What follows belongs to an exercise in optimizing a design on an open flow for small area; a production flow would make more cautious choices. In this exercise RTL edits were held to simulation tests only and were not proved equivalent to the original. No activity file was given, so power comes from the tool's default toggle rates. The flow treats the clock pin as an ideal source, which a real chip does not have.

==> inputs of run Z <==
==> flow/design.v <==
package mvm_pkg;
  localparam int unsigned K_DEF = 8;
  localparam int unsigned P_DEF = 8;
  localparam int unsigned B_DEF = 20;
  typedef enum logic [1:0] {
    OP_LOAD_MATRIX = 2'd0,
    OP_LOAD_VECTOR = 2'd1,
    OP_RUN         = 2'd2,
    OP_RESERVED    = 2'd3
  } cmd_op_e;
  typedef enum logic [2:0] {
    ST_IDLE      = 3'd0,
    ST_FILL      = 3'd1,
    ST_ARM       = 3'd2,
    ST_BURST     = 3'd3,
    ST_GAP       = 3'd4,
    ST_WAIT_DONE = 3'd5,
    ST_CAPTURE   = 3'd6,
    ST_DRAIN     = 3'd7
  } state_e;
endpackage
module mvm_host_driver_mem #(
  parameter int unsigned W  = 20,
  parameter int unsigned NP = 16,
  parameter int unsigned RC = 8
) (
  input  logic           clk,
  input  logic           do_s,
  input  logic           sel_res,
  input  logic           use_q,
  input  logic           t,
  input  logic [W-1:0]   wr_data,
  input  logic [2*W-1:0] res_in,
  output logic [W-1:0]   tap_a,
  output logic [W-1:0]   tap_b,
  output logic [W-1:0]   tap_v
);
  localparam int unsigned RP = RC / 2 - 1;       
  localparam int unsigned VP = NP - RC / 2;      
  logic [NP-1:0][W-1:0] xa;
  logic [NP-1:0][W-1:0] ya;
  logic [NP-1:0][W-1:0] xb;
  logic [NP-1:0][W-1:0] yb;
  logic [W-1:0] q;
  always_ff @(posedge clk) begin
    q <= wr_data;
    for (int unsigned p = 0; p < NP; p++) begin
      ya[p] <= xa[p];
      yb[p] <= xb[p];
      if (sel_res && p == RP) begin
        xa[p] <= res_in[W-1:0];
        xb[p] <= res_in[2*W-1:W];
      end else if (do_s) begin
        xa[p] <= (p == NP - 1) ? yb[0] : ya[(p + 1) % NP];
        xb[p] <= (p == NP - 1) ? (use_q ? q : wr_data) : yb[(p + 1) % NP];
      end else begin
        xa[p] <= ya[p];
        xb[p] <= yb[p];
      end
    end
  end
  assign tap_a = t ? xa[0]  : ya[0];
  assign tap_b = t ? xb[0]  : yb[0];
  assign tap_v = t ? xb[VP] : yb[VP];
endmodule
module mvm_host_driver #(
  parameter int unsigned K          = mvm_pkg::K_DEF,
  parameter int unsigned P          = mvm_pkg::P_DEF,
  parameter int unsigned B          = mvm_pkg::B_DEF,
  parameter int unsigned RES_OFFSET = 2,
  parameter int unsigned TIMEOUT    = 1023
) (
  input  logic             clk,
  input  logic             reset,
  input  logic             cmd_valid,
  output logic             cmd_ready,
  input  logic [1:0]       cmd_op,
  input  logic             in_valid,
  output logic             in_ready,
  input  logic [B-1:0]     in_data,
  output logic             res_valid,
  input  logic             res_ready,
  output logic [2*B-1:0]   res_data,
  output logic             busy,
  output logic             timeout_err,
  output logic             mvm_loadMatrix,
  output logic             mvm_loadVector,
  output logic             mvm_start,
  output logic [B-1:0]     mvm_data,
  input  logic             mvm_done,
  input  logic [2*B-1:0]   mvm_result
);
  localparam int unsigned RW    = 2 * B;
  localparam int unsigned DEPTH = K * P;
  localparam int unsigned NP    = DEPTH / 4;
  localparam int unsigned CMAX  = (TIMEOUT > DEPTH + 1) ? TIMEOUT : DEPTH + 1;
  localparam int unsigned CW    = $clog2(CMAX + 1);
  logic idle_q, fill_q, ldm_q, ldv_q, bm_q, bv_q, gap_q, wait_q, start_q, cap_q, drain_q;
  logic busy_q, err_q;
  logic mat_q;               
  logic [CW-1:0] cnt_q;      
  logic cmd_fire, pop, arm, inc, last_word, clr;
  logic pm, ev, do_s, phi_q, k_q;
  logic fill_end, burst_end, gap_end, wait_done, wait_to, cap_end, drain_end;
  logic burst, fill_d, burst_d, gap_d, wait_d, cap_d, drain_d, busy_d;
  logic [B-1:0]  tap_a, tap_b, tap_v;
  assign cmd_fire  = cmd_valid & idle_q;
  assign pop       = drain_q & res_ready;
  assign arm       = ldm_q | ldv_q;
  assign burst     = bm_q | bv_q;
  assign inc       = ~((fill_q & ~in_valid) | arm | (drain_q & ~res_ready));
  assign last_word = (cnt_q == CW'(mat_q ? DEPTH - 1 : K - 1));
  assign fill_end  = fill_q & in_valid & last_word;
  assign burst_end = burst & last_word;
  assign gap_end   = gap_q & (cnt_q == CW'(1));
  assign wait_done = wait_q & mvm_done;
  assign wait_to   = wait_q & ~mvm_done & (cnt_q == CW'(TIMEOUT - 1));
  assign cap_end   = cap_q & (cnt_q == CW'(RES_OFFSET + K - 2));
  assign drain_end = pop & (cnt_q == CW'(K - 1));
  assign clr       = idle_q | fill_end | burst_end | wait_done | cap_end;
  assign fill_d  = (cmd_fire & (cmd_op == mvm_pkg::OP_LOAD_MATRIX || cmd_op == mvm_pkg::OP_LOAD_VECTOR))
                 | (fill_q & ~fill_end);
  assign burst_d = arm | (burst & ~burst_end);
  assign gap_d   = burst_end | (gap_q & ~gap_end);
  assign wait_d  = (cmd_fire & cmd_op == mvm_pkg::OP_RUN) | (wait_q & ~wait_done & ~wait_to);
  assign cap_d   = wait_done | (cap_q & ~cap_end);
  assign drain_d = cap_end | (drain_q & ~drain_end);
  assign busy_d  = fill_d | fill_end | burst_d | gap_d | wait_d | cap_d | drain_d;
  always_ff @(posedge clk or negedge reset) begin
    if (!reset) begin
      idle_q  <= 1'b0;
      fill_q  <= 1'b0;
      ldm_q   <= 1'b0;
      ldv_q   <= 1'b0;
      bm_q    <= 1'b0;
      bv_q    <= 1'b0;
      gap_q   <= 1'b0;
      wait_q  <= 1'b0;
      start_q <= 1'b0;
      cap_q   <= 1'b0;
      drain_q <= 1'b0;
      busy_q  <= 1'b0;
      err_q   <= 1'b0;
    end else begin
      idle_q  <= ~busy_d;
      fill_q  <= fill_d;
      ldm_q   <= fill_end & mat_q;
      ldv_q   <= fill_end & ~mat_q;
      bm_q    <= ldm_q | (bm_q & ~burst_end);
      bv_q    <= ldv_q | (bv_q & ~burst_end);
      gap_q   <= gap_d;
      wait_q  <= wait_d;
      start_q <= cmd_fire & cmd_op == mvm_pkg::OP_RUN;
      cap_q   <= cap_d;
      drain_q <= drain_d;
      busy_q  <= busy_d;
      err_q   <= cmd_fire ? 1'b0 : (err_q | wait_to);
    end
  end
  assign pm   = fill_q | arm | burst | drain_q;
  assign ev   = (fill_q & in_valid) | burst | pop;
  assign do_s = ~pm | (~phi_q & (k_q | ev));
  always_ff @(posedge clk) begin
    cnt_q <= clr ? '0 : cnt_q + CW'(inc);
    if (idle_q) mat_q <= (cmd_op == mvm_pkg::OP_LOAD_MATRIX);
    phi_q <= pm & (phi_q ^ ~do_s);
    k_q   <= pm & ev & (phi_q | k_q);
  end
  mvm_host_driver_mem #(
    .W  (B),
    .NP (NP),
    .RC (K)
  ) u_buf (
    .clk     (clk),
    .do_s    (do_s),
    .sel_res (wait_q | cap_q),
    .use_q   (k_q),
    .t       (phi_q | k_q),
    .wr_data (in_data),
    .res_in  (mvm_result),
    .tap_a   (tap_a),
    .tap_b   (tap_b),
    .tap_v   (tap_v)
  );
  assign cmd_ready      = idle_q;
  assign in_ready       = fill_q;
  assign res_valid      = drain_q;
  assign res_data       = {tap_b, tap_a};
  assign busy           = busy_q;
  assign timeout_err    = err_q;
  assign mvm_loadMatrix = ldm_q;
  assign mvm_loadVector = ldv_q;
  assign mvm_start      = start_q;
  assign mvm_data       = (tap_a & {B{bm_q}}) | (tap_v & {B{bv_q}});
endmodule
==> flow/flow/run.sh <==
#!/bin/bash
# Standard layout, with smaller port buffers and a coarser clock tree without dummy loads.
set -euo pipefail
export BUFFER_PORTS_ARGS="-buffer_cell sky130_fd_sc_hd__buf_1"
export CTS_ARGS="-sink_clustering_enable -repair_clock_nets -sink_clustering_size 30 -sink_clustering_max_diameter 80 -buf_list sky130_fd_sc_hd__clkbuf_16 -dont_use_dummy_load"
bash standard.sh > standard.log 2>&1
==> flow/standard.sh <==
#!/bin/bash
# synth_recipe.tcl (not shown) runs the flow's synth.tcl, then flattens the netlist and writes it again
# the make line also repeats each setting of config.mk as NAME=value (left out here)
make -C /OpenROAD-flow-scripts/flow DESIGN_CONFIG=/design/flow/config.mk WORK_HOME=/design/flow/orfs CLKGATE_MAP_FILE= SYNTH_SCRIPT=/design/flow/synth_recipe.tcl "${@:-finish}"
==> flow/config.mk <==
export PLATFORM = sky130hd
export DESIGN_NAME = mvm_host_driver
export DESIGN_NICKNAME = mvm_host_driver
export VERILOG_FILES = /design/flow/design.v
export SDC_FILE = /design/flow/constraint.sdc
export NUM_CORES = 4
export LEC_CHECK = 0
export CAP_MARGIN = 20
export CORE_MARGIN = 2
export CORE_UTILIZATION = 65
export SLEW_MARGIN = 20
==> flow/constraint.sdc <==
create_clock -name core_clock -period 5.0 [get_ports {clk}]
set_input_delay 1.0000 -clock core_clock [delete_from_list [all_inputs] [get_ports {clk}]]
set_output_delay 1.0000 -clock core_clock [all_outputs]
set_load 0.01 [all_outputs]
==> run A: changes against run Z <==
--- a/flow/design.v
+++ b/flow/design.v
@@ -23,3 +23,3 @@
   parameter int unsigned W  = 20,
-  parameter int unsigned NP = 16,
+  parameter int unsigned NR = 8,
   parameter int unsigned RC = 8
@@ -29,4 +29,4 @@
   input  logic           sel_res,
-  input  logic           use_q,
-  input  logic           t,
+  input  logic [1:0]     src,
+  input  logic [1:0]     sel,
   input  logic [W-1:0]   wr_data,
@@ -34,26 +34,37 @@
   output logic [W-1:0]   tap_a,
-  output logic [W-1:0]   tap_b,
-  output logic [W-1:0]   tap_v
+  output logic [W-1:0]   tap_b
 );
-  localparam int unsigned RP = RC / 2 - 1;       
-  localparam int unsigned VP = NP - RC / 2;      
-  logic [NP-1:0][W-1:0] xa;
-  logic [NP-1:0][W-1:0] ya;
-  logic [NP-1:0][W-1:0] xb;
-  logic [NP-1:0][W-1:0] yb;
-  logic [W-1:0] q;
+  localparam int unsigned N  = 4 * NR;   
+  localparam int unsigned VB = N - RC;   
+  logic [N-1:0][W-1:0] a, b;
+  logic [W-1:0] d1, d2, d3, ins;
+  always_comb begin
+    case (src)
+      2'd0:    ins = wr_data;
+      2'd1:    ins = d1;
+      2'd2:    ins = d2;
+      default: ins = d3;
+    endcase
+  end
   always_ff @(posedge clk) begin
-    q <= wr_data;
-    for (int unsigned p = 0; p < NP; p++) begin
-      ya[p] <= xa[p];
-      yb[p] <= xb[p];
-      if (sel_res && p == RP) begin
-        xa[p] <= res_in[W-1:0];
-        xb[p] <= res_in[2*W-1:W];
-      end else if (do_s) begin
-        xa[p] <= (p == NP - 1) ? yb[0] : ya[(p + 1) % NP];
-        xb[p] <= (p == NP - 1) ? (use_q ? q : wr_data) : yb[(p + 1) % NP];
+    d1 <= wr_data;
+    d2 <= d1;
+    d3 <= d2;
+    for (int unsigned i = 0; i < N; i++) begin
+      if (i % 4 != 3) begin
+        a[i] <= a[(i + 1) % N];
+        b[i] <= b[(i + 1) % N];
       end else begin
-        xa[p] <= ya[p];
-        xb[p] <= yb[p];
+        if (sel_res && i == RC - 1) begin
+          a[i] <= res_in[W-1:0];
+        end else if (do_s) begin
+          a[i] <= (i == N - 1) ? b[0] : a[(i + 1) % N];
+        end else begin
+          a[i] <= a[(i + N - 3) % N];
+        end
+        if (do_s) begin
+          b[i] <= (i == N - 1) ? (sel_res ? res_in[2*W-1:W] : ins) : b[(i + 1) % N];
+        end else begin
+          b[i] <= b[(i + N - 3) % N];
+        end
       end
@@ -61,5 +72,4 @@
   end
-  assign tap_a = t ? xa[0]  : ya[0];
-  assign tap_b = t ? xb[0]  : yb[0];
-  assign tap_v = t ? xb[VP] : yb[VP];
+  assign tap_a = a[sel];
+  assign tap_b = b[VB + sel];
 endmodule
@@ -94,3 +104,3 @@
   localparam int unsigned DEPTH = K * P;
-  localparam int unsigned NP    = DEPTH / 4;
+  localparam int unsigned NR    = DEPTH / 8;
   localparam int unsigned CMAX  = (TIMEOUT > DEPTH + 1) ? TIMEOUT : DEPTH + 1;
@@ -102,6 +112,8 @@
   logic cmd_fire, pop, arm, inc, last_word, clr;
-  logic pm, ev, do_s, phi_q, k_q;
+  logic pm, arr, pop_ev, pend_any, do_s;
+  logic [1:0] phi_q, o_q, src;
+  logic [3:1] pend_q, pend_d;
   logic fill_end, burst_end, gap_end, wait_done, wait_to, cap_end, drain_end;
   logic burst, fill_d, burst_d, gap_d, wait_d, cap_d, drain_d, busy_d;
-  logic [B-1:0]  tap_a, tap_b, tap_v;
+  logic [B-1:0]  tap_a, tap_b;
   assign cmd_fire  = cmd_valid & idle_q;
@@ -111,10 +123,14 @@
   assign inc       = ~((fill_q & ~in_valid) | arm | (drain_q & ~res_ready));
-  assign last_word = (cnt_q == CW'(mat_q ? DEPTH - 1 : K - 1));
+  localparam int unsigned KB = $clog2(K);
+  localparam int unsigned DB = $clog2(DEPTH);
+  localparam logic [CW-1:0] TO_LAST = CW'(TIMEOUT - 1);
+  localparam logic [CW-1:0] CAP_LAST = CW'(RES_OFFSET + K - 2);
+  assign last_word = (&cnt_q[KB-1:0]) & (~mat_q | (&cnt_q[DB-1:KB]));
   assign fill_end  = fill_q & in_valid & last_word;
   assign burst_end = burst & last_word;
-  assign gap_end   = gap_q & (cnt_q == CW'(1));
+  assign gap_end   = gap_q & cnt_q[0];
   assign wait_done = wait_q & mvm_done;
-  assign wait_to   = wait_q & ~mvm_done & (cnt_q == CW'(TIMEOUT - 1));
-  assign cap_end   = cap_q & (cnt_q == CW'(RES_OFFSET + K - 2));
-  assign drain_end = pop & (cnt_q == CW'(K - 1));
+  assign wait_to   = wait_q & ~mvm_done & ((cnt_q & TO_LAST) == TO_LAST);
+  assign cap_end   = cap_q & ((cnt_q & CAP_LAST) == CAP_LAST);
+  assign drain_end = pop & (&cnt_q[KB-1:0]);
   assign clr       = idle_q | fill_end | burst_end | wait_done | cap_end;
@@ -159,5 +175,11 @@
   end
-  assign pm   = fill_q | arm | burst | drain_q;
-  assign ev   = (fill_q & in_valid) | burst | pop;
-  assign do_s = ~pm | (~phi_q & (k_q | ev));
+  assign pm       = fill_q | arm | burst | drain_q;
+  assign arr      = fill_q & in_valid;
+  assign pop_ev   = burst | pop;
+  assign pend_any = arr | (|pend_q);
+  assign do_s     = ~pm | ((phi_q == 2'd0) & (fill_q ? pend_any : ((o_q != 2'd0) | pop_ev)));
+  assign src      = pend_q[3] ? 2'd3 : pend_q[2] ? 2'd2 : pend_q[1] ? 2'd1 : 2'd0;
+  assign pend_d[1] = pm & arr & ~(do_s & (src == 2'd0));
+  assign pend_d[2] = pm & pend_q[1] & ~(do_s & (src == 2'd1));
+  assign pend_d[3] = pm & pend_q[2] & ~(do_s & (src == 2'd2));
   always_ff @(posedge clk) begin
@@ -165,4 +187,7 @@
     if (idle_q) mat_q <= (cmd_op == mvm_pkg::OP_LOAD_MATRIX);
-    phi_q <= pm & (phi_q ^ ~do_s);
-    k_q   <= pm & ev & (phi_q | k_q);
+    phi_q  <= (pm & ~do_s) ? phi_q + 2'd1 : 2'd0;
+    pend_q <= pend_d;
+    o_q    <= ~pm ? 2'd0
+            : fill_q ? 2'(pend_d[1]) + 2'(pend_d[2]) + 2'(pend_d[3])
+            : o_q - 2'(do_s) + 2'(pop_ev);
   end
@@ -170,3 +195,3 @@
     .W  (B),
-    .NP (NP),
+    .NR (NR),
     .RC (K)
@@ -176,4 +201,4 @@
     .sel_res (wait_q | cap_q),
-    .use_q   (k_q),
-    .t       (phi_q | k_q),
+    .src     (src),
+    .sel     (o_q - phi_q),
     .wr_data (in_data),
@@ -181,4 +206,3 @@
     .tap_a   (tap_a),
-    .tap_b   (tap_b),
-    .tap_v   (tap_v)
+    .tap_b   (tap_b)
   );
@@ -193,3 +217,3 @@
   assign mvm_start      = start_q;
-  assign mvm_data       = (tap_a & {B{bm_q}}) | (tap_v & {B{bv_q}});
+  assign mvm_data       = (tap_a & {B{bm_q}}) | (tap_b & {B{bv_q}});
 endmodule
- SYNTH_HIERARCHICAL: not set -> 1
==> flow_metrics.tcl <==
set metrics [dict create \
    placed_cells 2792 \
    first_pass_grt_wire_length_um 80030 \
    run_status "complete, no violations" \
    synth_fa_ha_area_frac 0.002792 \
    top_signal_layer_used "met4" \
    postRouteWirelength_um 49990 \
    layout.nonclk_buf_frac 0.01724 \
    tap-cell-count 680 \
    clock_buf_count 51 \
    layout.nets 2240 \
    pwr-share-clk 0.174 \
    post-route-util 0.7085 \
    largest_net_degree_at_the_start_of_global_routing 150 \
    post-layout-total-power_w 0.02730 \
    rr_endpoint "u_buf.a[308]$_DFF_P_" \
    grt_pass1_vias 14587 \
    post-route-worst-setup-slack_ns 0.9401 \
    timing.critical_path.depth 7 \
]
[end of results for run A]
==> flow_metrics.tcl <==
set metrics [dict create \
    placed_cells 3211 \
    post-layout-total-power_w 0.03003 \
    run_status "complete, no violations" \
    post-route-util 0.6912 \
    first_pass_grt_wire_length_um 94050 \
    grt_pass1_vias 16913 \
    layout.nonclk_buf_frac 0.01850 \
    clock_buf_count 50 \
    timing.critical_path.depth 6 \
    pwr-share-clk 0.156 \
    synth_fa_ha_area_frac 0.0006833 \
    post-route-worst-setup-slack_ns 1.049 \
]
[end of results for run Z]

==> static timing again, ports no longer ideal <==
The results above use ideal ports. As a check the final layouts listed here were re-extracted and re-timed, cells and wires unchanged. Step 1 assumes that a clkbuf_16 drives the clock port and a buf_2 every other input. Step 2 moves the port delays by t, midway between the first and last clock arrival at a register: inputs arrive t later, outputs are due t later. That takes back most of the time a late clock gives input paths. a / b / c = no drivers / after step 1 / after step 2; a / b = the first two.
run | t (ns) | setup slack, ns | latest minus earliest clock arrival (ns) | slew at the worst register clock pin (ns) | worst data-port slew with drivers (ns)
run Z | 0.655 | 1.049 / 0.989 / 1.544 | 0.052 / 0.051 | 0.11 / 0.11 | 0.06
run A | 0.658 | 0.940 / 0.882 / 1.414 | 0.058 / 0.059 | 0.11 / 0.11 | 0.11
After both steps setup and hold are still met in every run listed.
